Background: an optimization exercise with open tools, aiming at a short achievable clock period and few clock cycles per item. Do not read the settings as production practice. Function was checked by simulation only, so behaviour that the tests miss may differ from the original. Power figures rest on the tool's default switching activity, not on a simulated workload.

`flow/run.sh`:
```
#!/bin/bash
# synth_recipe.tcl (not shown) runs the flow's synth.tcl, then flattens the netlist and writes it again
# the make line also repeats each setting of config.mk as NAME=value (left out here)
make -C /OpenROAD-flow-scripts/flow DESIGN_CONFIG=/design/flow/config.mk WORK_HOME=/design/flow/orfs CLKGATE_MAP_FILE= SYNTH_SCRIPT=/design/flow/synth_recipe.tcl finish
```
`flow/config.mk`:
```
export PLATFORM = sky130hd
export DESIGN_NAME = fcpu
export DESIGN_NICKNAME = fcpu
export VERILOG_FILES = /design/flow/design.v
export SDC_FILE = /design/flow/constraint.sdc
export NUM_CORES = 4
export LEC_CHECK = 0
export CAP_MARGIN = 20
export CORE_MARGIN = 2
export CORE_UTILIZATION = 40
export SLEW_MARGIN = 20
```
`flow/constraint.sdc`:
```
create_clock -name core_clock -period 5.0 [get_ports {clk}]
set_input_delay 1.0000 -clock core_clock [delete_from_list [all_inputs] [get_ports {clk}]]
set_output_delay 1.0000 -clock core_clock [all_outputs]
set_load 0.01 [all_outputs]
```
`flow/design.v`:
```
`default_nettype none
package fcpu_pkg;
   localparam int DATA_W      = 32;
   localparam int GMEM_ADDR_W = 32;
   localparam int RSV_ID_W    = 4;
   typedef enum logic [1:0] {
      OP_LW  = 2'd0,
      OP_SW  = 2'd1,
      OP_LBU = 2'd2,
      OP_SB  = 2'd3
   } mem_op_t;
   typedef enum logic [1:0] {
      REG_CTRL   = 2'd0,
      REG_BASE   = 2'd1,
      REG_LIMIT  = 2'd2,
      REG_FAULTS = 2'd3
   } cfg_addr_t;
   localparam int CTRL_XLAT_EN_BIT = 0;
   typedef struct packed {
      logic [RSV_ID_W-1:0] rsv_id;
      mem_op_t             opcode;
      logic [DATA_W-1:0]   addr;
      logic [DATA_W-1:0]   data;
   } mem_req_t;
   typedef struct packed {
      logic [RSV_ID_W-1:0] rsv_id;
      logic [DATA_W-1:0]   data;
      logic                fault;
   } cdb_t;
   localparam int CDB_W = RSV_ID_W + DATA_W + 1;
   localparam int REQ_W = RSV_ID_W + 2 + DATA_W + DATA_W;
endpackage
`default_nettype wire
`timescale 1ns/100ps
`default_nettype none
module op_fifo #(
   parameter int  WIDTH     = 8,
   parameter int  DEPTH     = 4
) (
   input  logic     clk,
   input  logic     arst_n,
   input  logic     push,
   input  logic [WIDTH-1:0] push_data,
   output logic     full,
   input  logic     pop,
   output logic [WIDTH-1:0] pop_data,
   output logic     empty
);
   localparam int PTR_W = (DEPTH > 1) ? $clog2(DEPTH) : 1;
   localparam int CNT_W = $clog2(DEPTH + 1);
   logic [WIDTH-1:0] mem [DEPTH];
   logic [PTR_W-1:0] wr_ptr;
   logic [PTR_W-1:0] rd_ptr;
   logic [CNT_W-1:0] count;
   logic             do_push;
   logic             do_pop;
   assign full     = (count == CNT_W'(DEPTH));
   assign empty    = (count == '0);
   assign do_push  = push && !full;
   assign do_pop   = pop && !empty;
   assign pop_data = mem[rd_ptr];
   always_ff @(posedge clk) begin
      if (do_push) begin
         mem[wr_ptr] <= push_data;
      end
   end
   always_ff @(posedge clk or negedge arst_n) begin
      if (!arst_n) begin
         wr_ptr <= '0;
         rd_ptr <= '0;
         count  <= '0;
      end else begin
         if (do_push) begin
            wr_ptr <= (wr_ptr == PTR_W'(DEPTH - 1)) ? '0 : wr_ptr + 1'b1;
         end
         if (do_pop) begin
            rd_ptr <= (rd_ptr == PTR_W'(DEPTH - 1)) ? '0 : rd_ptr + 1'b1;
         end
         case ({do_push, do_pop})
            2'b10:   count <= count + 1'b1;
            2'b01:   count <= count - 1'b1;
            default: count <= count;
         endcase
      end
   end
endmodule
`default_nettype wire
`timescale 1ns/100ps
`default_nettype none
import fcpu_pkg::*;
module mmu_cfg_regs
(
   input  logic                   clk,
   input  logic                   arst_n,
   input  logic                   cfg_we,
   input  logic [1:0]             cfg_addr,
   input  logic [DATA_W-1:0]      cfg_wdata,
   input  logic                   fault_pulse,
   output logic [DATA_W-1:0]      cfg_rdata,
   output logic [GMEM_ADDR_W-1:0] seg_base,
   output logic [DATA_W-1:0]      seg_limit,
   output logic                   xlat_en
);
   logic [DATA_W-1:0] fault_cnt;
   always_ff @(posedge clk or negedge arst_n) begin
      if (!arst_n) begin
         xlat_en   <= 1'b0;
         seg_base  <= '0;
         seg_limit <= '0;
      end else if (cfg_we) begin
         case (cfg_addr)
            REG_CTRL:  xlat_en   <= cfg_wdata[CTRL_XLAT_EN_BIT];
            REG_BASE:  seg_base  <= GMEM_ADDR_W'(cfg_wdata);
            REG_LIMIT: seg_limit <= cfg_wdata;
            default:   ;
         endcase
      end
   end
   always_ff @(posedge clk or negedge arst_n) begin
      if (!arst_n) begin
         fault_cnt <= '0;
      end else if (cfg_we && cfg_addr == REG_FAULTS) begin
         fault_cnt <= '0;
      end else if (fault_pulse && fault_cnt != '1) begin
         fault_cnt <= fault_cnt + 1'b1;
      end
   end
   always_comb begin
      cfg_rdata = '0;
      case (cfg_addr)
         REG_CTRL:   cfg_rdata[CTRL_XLAT_EN_BIT] = xlat_en;
         REG_BASE:   cfg_rdata = DATA_W'(seg_base);
         REG_LIMIT:  cfg_rdata = seg_limit;
         REG_FAULTS: cfg_rdata = fault_cnt;
         default:    cfg_rdata = '0;
      endcase
   end
endmodule
`default_nettype wire
`timescale 1ns/100ps
`default_nettype none
import fcpu_pkg::*;
module address_translator
(
   input  logic                   clk,
   input  logic                   arst_n,
   input  logic                   in_valid,
   input  fcpu_pkg::mem_req_t               in_req,
   input  logic [GMEM_ADDR_W-1:0] seg_base,
   input  logic [DATA_W-1:0]      seg_limit,
   input  logic                   xlat_en,
   input  logic                   stall,
   output logic                   out_valid,
   output fcpu_pkg::mem_req_t               out_req,
   output logic [GMEM_ADDR_W-1:0] out_paddr,
   output logic                   out_fault
);
   logic                   advance;
   logic                   is_word;
   logic                   misaligned;
   logic                   over_limit;
   logic [GMEM_ADDR_W-1:0] paddr;
   assign advance = !out_valid || !stall;
   assign is_word    = (in_req.opcode == OP_LW) || (in_req.opcode == OP_SW);
   assign misaligned = is_word && (in_req.addr[1:0] != 2'b00);
   assign over_limit = xlat_en && (in_req.addr >= seg_limit);
   assign paddr      = xlat_en ? seg_base + GMEM_ADDR_W'(in_req.addr)
                               : GMEM_ADDR_W'(in_req.addr);
   always_ff @(posedge clk or negedge arst_n) begin
      if (!arst_n) begin
         out_valid <= 1'b0;
      end else if (advance) begin
         out_valid <= in_valid;
      end
   end
   always_ff @(posedge clk) begin
      if (advance && in_valid) begin
         out_req   <= in_req;
         out_paddr <= paddr;
         out_fault <= misaligned || over_limit;
      end
   end
endmodule
`default_nettype wire
`timescale 1ns/100ps
`default_nettype none
import fcpu_pkg::*;
module memory_management_unit
#(
   parameter int QUEUE_DEPTH = 4
) (
   input  logic                   clk,
   input  logic                   arst_n,
   input  logic [RSV_ID_W-1:0]    rsv_id,
   input  logic                   valid,
   input  logic [1:0]             opcode,
   input  logic [DATA_W-1:0]      address,
   input  logic [DATA_W-1:0]      data,
   output logic                   ready,
   output logic [RSV_ID_W-1:0]    cdb_rsv_id,
   output logic [DATA_W-1:0]      cdb_data,
   output logic                   cdb_fault,
   output logic                   cdb_valid,
   input  logic                   cdb_ready,
   input  logic [GMEM_ADDR_W-1:0] seg_base,
   input  logic [DATA_W-1:0]      seg_limit,
   input  logic                   xlat_en,
   output logic                   fault_pulse,
   output logic [GMEM_ADDR_W-1:0] araddr,
   output logic                   arvalid,
   input  logic                   arready,
   input  logic [DATA_W-1:0]      rdata,
   input  logic [1:0]             rresp,
   input  logic                   rvalid,
   output logic                   rready,
   output logic [GMEM_ADDR_W-1:0] awaddr,
   output logic                   awvalid,
   input  logic                   awready,
   output logic [DATA_W-1:0]      wdata,
   output logic [DATA_W/8-1:0]    wstrb,
   output logic                   wvalid,
   input  logic                   wready,
   input  logic [1:0]             bresp,
   input  logic                   bvalid,
   output logic                   bready
);
   typedef enum logic [2:0] {
      S_IDLE,
      S_READ,
      S_WRITE,
      S_RESP,
      S_RETIRE
   } seq_state_t;
   seq_state_t             state;
   logic                   issue_en;
   logic                   req_push;
   fcpu_pkg::mem_req_t             req_push_data;
   logic                   req_full;
   logic                   req_pop;
   fcpu_pkg::mem_req_t             req_pop_data;
   logic                   req_empty;
   logic                   xl_stall;
   logic                   xl_valid;
   fcpu_pkg::mem_req_t             xl_req;
   logic [GMEM_ADDR_W-1:0] xl_paddr;
   logic                   xl_fault;
   logic                   xl_is_load;
   fcpu_pkg::mem_req_t             op_req;
   logic [GMEM_ADDR_W-1:0] op_paddr;
   logic                   op_fault;
   logic                   op_is_load;
   logic                   aw_done;
   logic                   w_done;
   logic                   aw_ok;
   logic                   w_ok;
   logic                   resp_done;
   logic [7:0]             lane_byte;
   logic [DATA_W-1:0]      load_word;
   logic [DATA_W-1:0]      res_data;
   logic                   res_fault;
   logic                   res_push;
   fcpu_pkg::cdb_t             res_push_data;
   logic                   res_full;
   logic                   res_pop;
   fcpu_pkg::cdb_t             res_pop_data;
   logic                   res_empty;
   always_ff @(posedge clk or negedge arst_n) begin
      if (!arst_n) begin
         issue_en <= 1'b0;
      end else begin
         issue_en <= 1'b1;
      end
   end
   assign ready         = issue_en && !req_full;
   assign req_push      = valid && ready;
   assign req_push_data = {rsv_id, opcode, address, data};
   op_fifo #(
      .WIDTH     (REQ_W),
      .DEPTH     (QUEUE_DEPTH)
   ) req_fifo (
      .clk       (clk),
      .arst_n    (arst_n),
      .push      (req_push),
      .push_data (req_push_data),
      .full      (req_full),
      .pop       (req_pop),
      .pop_data  (req_pop_data),
      .empty     (req_empty)
   );
   assign xl_stall = (state != S_IDLE);
   assign req_pop  = !req_empty && (!xl_valid || !xl_stall);
   address_translator xlat (
      .clk       (clk),
      .arst_n    (arst_n),
      .in_valid  (!req_empty),
      .in_req    (req_pop_data),
      .seg_base  (seg_base),
      .seg_limit (seg_limit),
      .xlat_en   (xlat_en),
      .stall     (xl_stall),
      .out_valid (xl_valid),
      .out_req   (xl_req),
      .out_paddr (xl_paddr),
      .out_fault (xl_fault)
   );
   assign xl_is_load = (xl_req.opcode == OP_LW) || (xl_req.opcode == OP_LBU);
   assign op_is_load = (op_req.opcode == OP_LW) || (op_req.opcode == OP_LBU);
   assign aw_ok     = aw_done || (awvalid && awready);
   assign w_ok      = w_done || (wvalid && wready);
   assign resp_done = op_fault || (rvalid && rready) || (bvalid && bready);
   always_ff @(posedge clk or negedge arst_n) begin
      if (!arst_n) begin
         state   <= S_IDLE;
         aw_done <= 1'b0;
         w_done  <= 1'b0;
      end else begin
         case (state)
            S_IDLE: begin
               if (xl_valid) begin
                  if (xl_fault) begin
                     state <= S_RESP;
                  end else begin
                     state <= xl_is_load ? S_READ : S_WRITE;
                  end
               end
            end
            S_READ: begin
               if (arready) begin
                  state <= S_RESP;
               end
            end
            S_WRITE: begin
               if (aw_ok && w_ok) begin
                  state   <= S_RESP;
                  aw_done <= 1'b0;
                  w_done  <= 1'b0;
               end else begin
                  aw_done <= aw_ok;
                  w_done  <= w_ok;
               end
            end
            S_RESP: begin
               if (resp_done) begin
                  state <= S_RETIRE;
               end
            end
            S_RETIRE: begin
               if (!res_full) begin
                  state <= S_IDLE;
               end
            end
            default: state <= S_IDLE;
         endcase
      end
   end
   assign lane_byte = rdata[{op_paddr[1:0], 3'b000} +: 8];
   assign load_word = (op_req.opcode == OP_LBU) ? {{(DATA_W-8){1'b0}}, lane_byte} : rdata;
   always_ff @(posedge clk) begin
      if (state == S_IDLE && xl_valid) begin
         op_req   <= xl_req;
         op_paddr <= xl_paddr;
         op_fault <= xl_fault;
      end
      if (state == S_RESP && resp_done) begin
         if (op_fault) begin
            res_data  <= '0;
            res_fault <= 1'b1;
         end else if (op_is_load) begin
            res_data  <= (rresp != 2'b00) ? '0 : load_word;
            res_fault <= (rresp != 2'b00);
         end else begin
            res_data  <= '0;
            res_fault <= (bresp != 2'b00);
         end
      end
   end
   assign araddr  = {op_paddr[GMEM_ADDR_W-1:2], 2'b00};
   assign arvalid = (state == S_READ);
   assign rready  = (state == S_RESP) && op_is_load && !op_fault;
   assign awaddr  = {op_paddr[GMEM_ADDR_W-1:2], 2'b00};
   assign awvalid = (state == S_WRITE) && !aw_done;
   assign wvalid  = (state == S_WRITE) && !w_done;
   assign wdata   = (op_req.opcode == OP_SB) ? {(DATA_W/8){op_req.data[7:0]}} : op_req.data;
   assign wstrb   = (op_req.opcode == OP_SB) ? (DATA_W/8)'(1) << op_paddr[1:0] : '1;
   assign bready  = (state == S_RESP) && !op_is_load && !op_fault;
   assign res_push      = (state == S_RETIRE) && !res_full;
   assign res_push_data = {op_req.rsv_id, res_data, res_fault};
   assign fault_pulse   = res_push && res_fault;
   op_fifo #(
      .WIDTH     (CDB_W),
      .DEPTH     (QUEUE_DEPTH)
   ) res_fifo (
      .clk       (clk),
      .arst_n    (arst_n),
      .push      (res_push),
      .push_data (res_push_data),
      .full      (res_full),
      .pop       (res_pop),
      .pop_data  (res_pop_data),
      .empty     (res_empty)
   );
   assign cdb_valid  = !res_empty;
   assign res_pop    = cdb_valid && cdb_ready;
   assign cdb_rsv_id = res_pop_data.rsv_id;
   assign cdb_data   = res_pop_data.data;
   assign cdb_fault  = res_pop_data.fault;
endmodule
`default_nettype wire
`timescale 1ns/100ps
`default_nettype none
import fcpu_pkg::*;
module fcpu
#(
   parameter int QUEUE_DEPTH = 4
) (
   input  logic                   clk,
   input  logic                   arst_n,
   input  logic [RSV_ID_W-1:0]    rsv_id,
   input  logic                   valid,
   input  logic [1:0]             opcode,
   input  logic [DATA_W-1:0]      address,
   input  logic [DATA_W-1:0]      data,
   output logic                   ready,
   output logic [RSV_ID_W-1:0]    cdb_rsv_id,
   output logic [DATA_W-1:0]      cdb_data,
   output logic                   cdb_fault,
   output logic                   cdb_valid,
   input  logic                   cdb_ready,
   input  logic                   cfg_we,
   input  logic [1:0]             cfg_addr,
   input  logic [DATA_W-1:0]      cfg_wdata,
   output logic [DATA_W-1:0]      cfg_rdata,
   output logic [GMEM_ADDR_W-1:0] araddr,
   output logic                   arvalid,
   input  logic                   arready,
   input  logic [DATA_W-1:0]      rdata,
   input  logic [1:0]             rresp,
   input  logic                   rvalid,
   output logic                   rready,
   output logic [GMEM_ADDR_W-1:0] awaddr,
   output logic                   awvalid,
   input  logic                   awready,
   output logic [DATA_W-1:0]      wdata,
   output logic [DATA_W/8-1:0]    wstrb,
   output logic                   wvalid,
   input  logic                   wready,
   input  logic [1:0]             bresp,
   input  logic                   bvalid,
   output logic                   bready
);
   logic [GMEM_ADDR_W-1:0] seg_base;
   logic [DATA_W-1:0]      seg_limit;
   logic                   xlat_en;
   logic                   fault_pulse;
   mmu_cfg_regs cfg_inst (
      .*
   );
   memory_management_unit #(
      .QUEUE_DEPTH (QUEUE_DEPTH)
   ) mmu_inst (
      .*
   );
endmodule
`default_nettype wire
```
==> results.txt <==
## cell families after synthesis
kind of cell               share of synthesized area (%)
buffers and inverters                               3.54
DFF                                                 68.7
adders and majority gates                           3.30
and+or+nand+nor                                     5.57
muxes                                               11.2
other                                             0.0245
xor gates and xnor gates                            1.66
AOI/OAI and AO/OA                                   5.99
## cells in the final DEF, fill, tap and decap left out, types with 11 or more instances in the layout
cell type,n
and2_1,26
nand2_1,92
or3_1,11
nand4_1,12
xor2_1,33
xnor2_1,25
clkbuf_16,79
o21ai_0,68
clkbuf_1,16
bufinv_16,14
ha_1,76
nand3_1,23
and3_1,19
mux4_2,107
inv_1,60
clkdlybuf4s50_1,319
a22o_1,31
a211oi_1,12
a21o_1,59
mux2_2,82
edfxtp_1,603
clkinv_1,14
nor3_1,12
buf_4,31
dfrtp_1,115
nor2_1,98
a21oi_1,52
## cell type report
type                    instances  share of cell area (%)
well taps                    1030                    3.45
repair buffers                352                    9.24
diodes                          5                  0.0335
clock inverters                44                    1.69
clock buffers                 100                    5.64
inverters                      61                   0.613
flip-flops and latches        721                    56.4
multi-input cells             962                    22.9
## power breakdown
part,switching (mW),internal (mW)
sequential,0.690,8.09
combinational,3.74,3.34
clock,2.37,3.72
## worst max path at each step
stage	from	depth (start not counted)	endpoint
3_3_place_gp	mmu_inst.req_fifo.rd_ptr[0]	11	mmu_inst.xlat.out_paddr[29]
2_1_floorplan	mmu_inst.state[2]	3	mmu_inst.op_fault
4_1_cts	mmu_inst.req_fifo.rd_ptr[1]	13	mmu_inst.xlat.out_paddr[29]
5_1_grt	mmu_inst.req_fifo.rd_ptr[1]	13	mmu_inst.xlat.out_paddr[29]
6_report	mmu_inst.req_fifo.rd_ptr[1]	13	mmu_inst.xlat.out_paddr[29]
3_5_place_dp	mmu_inst.req_fifo.rd_ptr[1]	13	mmu_inst.xlat.out_paddr[29]
## metrics by stage
| step | setup slack (ps) | hold slack, ps |
|---|---|---|
| after CTS | 809 | 408 |
| after floorplan | 574 | 400 |
| after global placement | 883 | 403 |
| after detailed placement | 813 | 405 |
| final | 702 | 415 |
| after global routing | 312 | 425 |
## layer usage
layer  wire length, µm  up-vias
met2             36800      470
met1             30100     8594
met5               136        -
met4              1780       22
met3              4870      126
li1                  -     7765
## cell usage after synthesis (7+ instances only)
library cell | instances | area (µm²)
a211oi_1 | 12 | 90.1
a21o_1 | 59 | 443
a21oi_1 | 53 | 265
a22o_1 | 31 | 272
and2_1 | 30 | 188
and3_1 | 23 | 144
buf_1 | 17 | 63.8
buf_4 | 72 | 541
clkbuf_1 | 53 | 199
dfrtp_1 | 118 | 2950
edfxtp_1 | 603 | 18100
ha_1 | 76 | 951
inv_1 | 60 | 225
mux2_2 | 82 | 923
mux2i_1 | 10 | 100
mux4_2 | 107 | 2410
nand2_1 | 92 | 345
nand2b_1 | 7 | 43.8
nand3_1 | 23 | 115
nand4_1 | 12 | 75.1
nor2_1 | 100 | 375
nor2b_1 | 8 | 50.1
nor3_1 | 12 | 60.1
o21ai_0 | 68 | 340
or3_1 | 11 | 68.8
xnor2_1 | 25 | 219
xor2_1 | 33 | 289
## state kept, by name (all words and copies together), names as in the netlist, 32 cells and up
name,cells
mmu_inst.req_fifo.mem,280
mmu_inst.op_req,38
mmu_inst.xlat.out_req,38
mmu_inst.op_paddr,32
cfg_inst.seg_limit,32
mmu_inst.res_data,32
mmu_inst.xlat.out_paddr,32
cfg_inst.seg_base,32
mmu_inst.res_fifo.mem,148
cfg_inst.fault_cnt,32
==> results by group <==
Clock network
  – CTS tree: done
  – Cts bufs inserted: 78
  – Clock net sink count: 721
  – Worst-Skew Late Latency: 630 ps
  – CTS Root Cell: clkbuf_16
  – CTS resizes: 0
  – Cts hold-fix bufs: 0
  – CTS max path bufs: 3
  – Clk slew on worst S/H paths: 60 ps
  – H-tree levels: 3
  – Post-CTS setup buffers: 0

Detailed routing
  – 1st-iter DRT viols: 1107
  – Vias: 16977
  – Drc violations: 0
  – Avg WL per Cell: 22.5 µm
  – Avg Vias per Cell: 5.18
  – Drt total wl: 73700 µm
  – Detail Route Antenna Nets: 0
  – First-pass detailed-route iteration total: 5

Run status
  – Status: no timing/DRC/antenna violations

Setup path
  – FF-to-FF Start: mmu_inst.req_fifo.rd_ptr[1]
  – Crit path required time: 5330 ps
  – Worst Reg-to-Reg Cells: 13
  – Crit end category: register
  – Slowest library cell on the worst path: o31ai_1
  – Delay-heaviest family, CP: compound AO/OA/AOI/OAI gates
  – Critical path peak fanout: 10
  – FF-to-FF setup slack: 700 ps
  – Crit path kind: reg -> reg
  – Cell Chain, Critical Path: mux2_2 > o21ai_0 > inv_1 > ha_1 > a211oi_1 > nor2_1 > o31ai_1 > o31ai_1 > nand3_1 > a21oi_1 > o221ai_1 > xor2_1 > o21ai_1
  – Most frequent cell on the critical path: o31ai_1
  – Startpoint Class: register
  – Crit path DAT: 4630 ps
  – FF-to-FF End: mmu_inst.xlat.out_paddr[29]
  – Critical Path Max Stage Delay: 880 ps
  – Worst Path Buf+Inv: 1

Hold path
  – Hold path start: mmu_inst.xlat.out_paddr[7]
  – HP Class: reg -> reg
  – WHS Path Cells: 0
  – Hold EP: mmu_inst.op_paddr[7]

Global route
  – First-pass GRT wire length: 110000 µm
  – Met1 Use GR: 23.8%
  – Initial antenna violation count: 17
  – Largest net degree at the start of global routing: 69
  – Top Usage Layer GRT: met2
  – Vias in the first global route: 17566
  – Total gr overflow: 0
  – Global Route Usage Sum: 18.8%
  – Met3 global-route usage: 4.86%
  – Grt met2 use: 31.7%

Synthesis
  – Mapped cell area: 30600 µm²
  – Syn_area_per_cell: 16.2 µm²
  – Ys async rst share: 16.4%
  – Yosys cell types: 72
  – Cells after Synth: 1889
  – Post-synthesis sequential area ratio: 68.7%
  – Syn. warnings: 5
  – Synth Flop Type: edfxtp_1
  – Number of synthesized flops with an enable pin: 603
  – Post-synthesis register bit count: 721

Finish
  – Ratio of cells with drive above 1 in the final layout: 16.4%
  – Post-route cell area: 37400 µm²
  – Fillcell total: 6366
  – Final Instance Count excl. Fillers: 3275
  – Layout area overhead: 21.9%
  – Nets@finish: 2405
  – Area of the multi-input gates: 8570 µm²
  – Area taken by flip-flops and latches: 21100 µm²
  – Utilization after layout: 49.2%

Floorplan
  – Die area: 78800 µm²
  – Cell row count: 101
  – Initial Utilization: 40.4%
  – Die X: 281 µm
  – I/O pin count: 326
  – Core region area: 75900 µm²
  – Chip Height: 281 µm

Pwr
  – Pwr dens: 588 nW/µm²
  – Worst VDD drop: 0.000367 V
  – LEAKAGE: 13.4 nW
  – Design Power: 22.0 mW

Placement
  – Gp weighted congestion: 0.887
  – Inst Count DP: 3126
  – Port bufs: 321
  – Placed Instance Area: 34600 µm²
  – Post-DP HPWL: 50200 µm

STA
  – Max-slew violations: 0
  – Unrepaired setup endpoints after global routing: no
  – Setup Skew: 26.1 ps
  – Peak Freq: 233 MHz
  – Setup Viol. Count Final: 0
  – Fin crit share: 86.0%
  – Final Hold Fails: 0
  – Slew @ Worst Pin: 1110 ps
  – Setup TNS: 0 ps
  – Tmin final: 4300 ps
  – Max-slew headroom: 26.2%

Job
  – Max cap viols: 0
Testbench counts, summed over its fixed seeds: cycles 11,100, items 2,400.

==> what the ideal ports hide <==
How much do the figures lean on ideal ports? The routed layout below was timed once more, with nothing changed but the port constraints.
Step 1 (the two cells are an assumption about what drives the block):
set clk [get_ports {clk}]
set_driving_cell -lib_cell sky130_fd_sc_hd__clkbuf_16 $clk
set_driving_cell -lib_cell sky130_fd_sc_hd__buf_2 [delete_from_list [all_inputs] $clk]
Step 2 adds t to the input delays and takes it off the output delays; t is the mean of the earliest and latest rising clock arrival at the registers after step 1. Input paths then give back, and output paths get back, about the clock's delay inside the block.
a / b / c = ideal ports / drivers / drivers and shift; a / b = the first two.
t, ns: 0.677
setup WS [ns]: 0.702 / 0.702 / 0.702
worst setup path after step 2: register to register
worst slew at a driven data input, ns: 0.13
After both steps setup and hold are still met in this run. For this run, drivers alone change the setup slack by 0.000 ns; drivers and shift together by 0.000 ns.
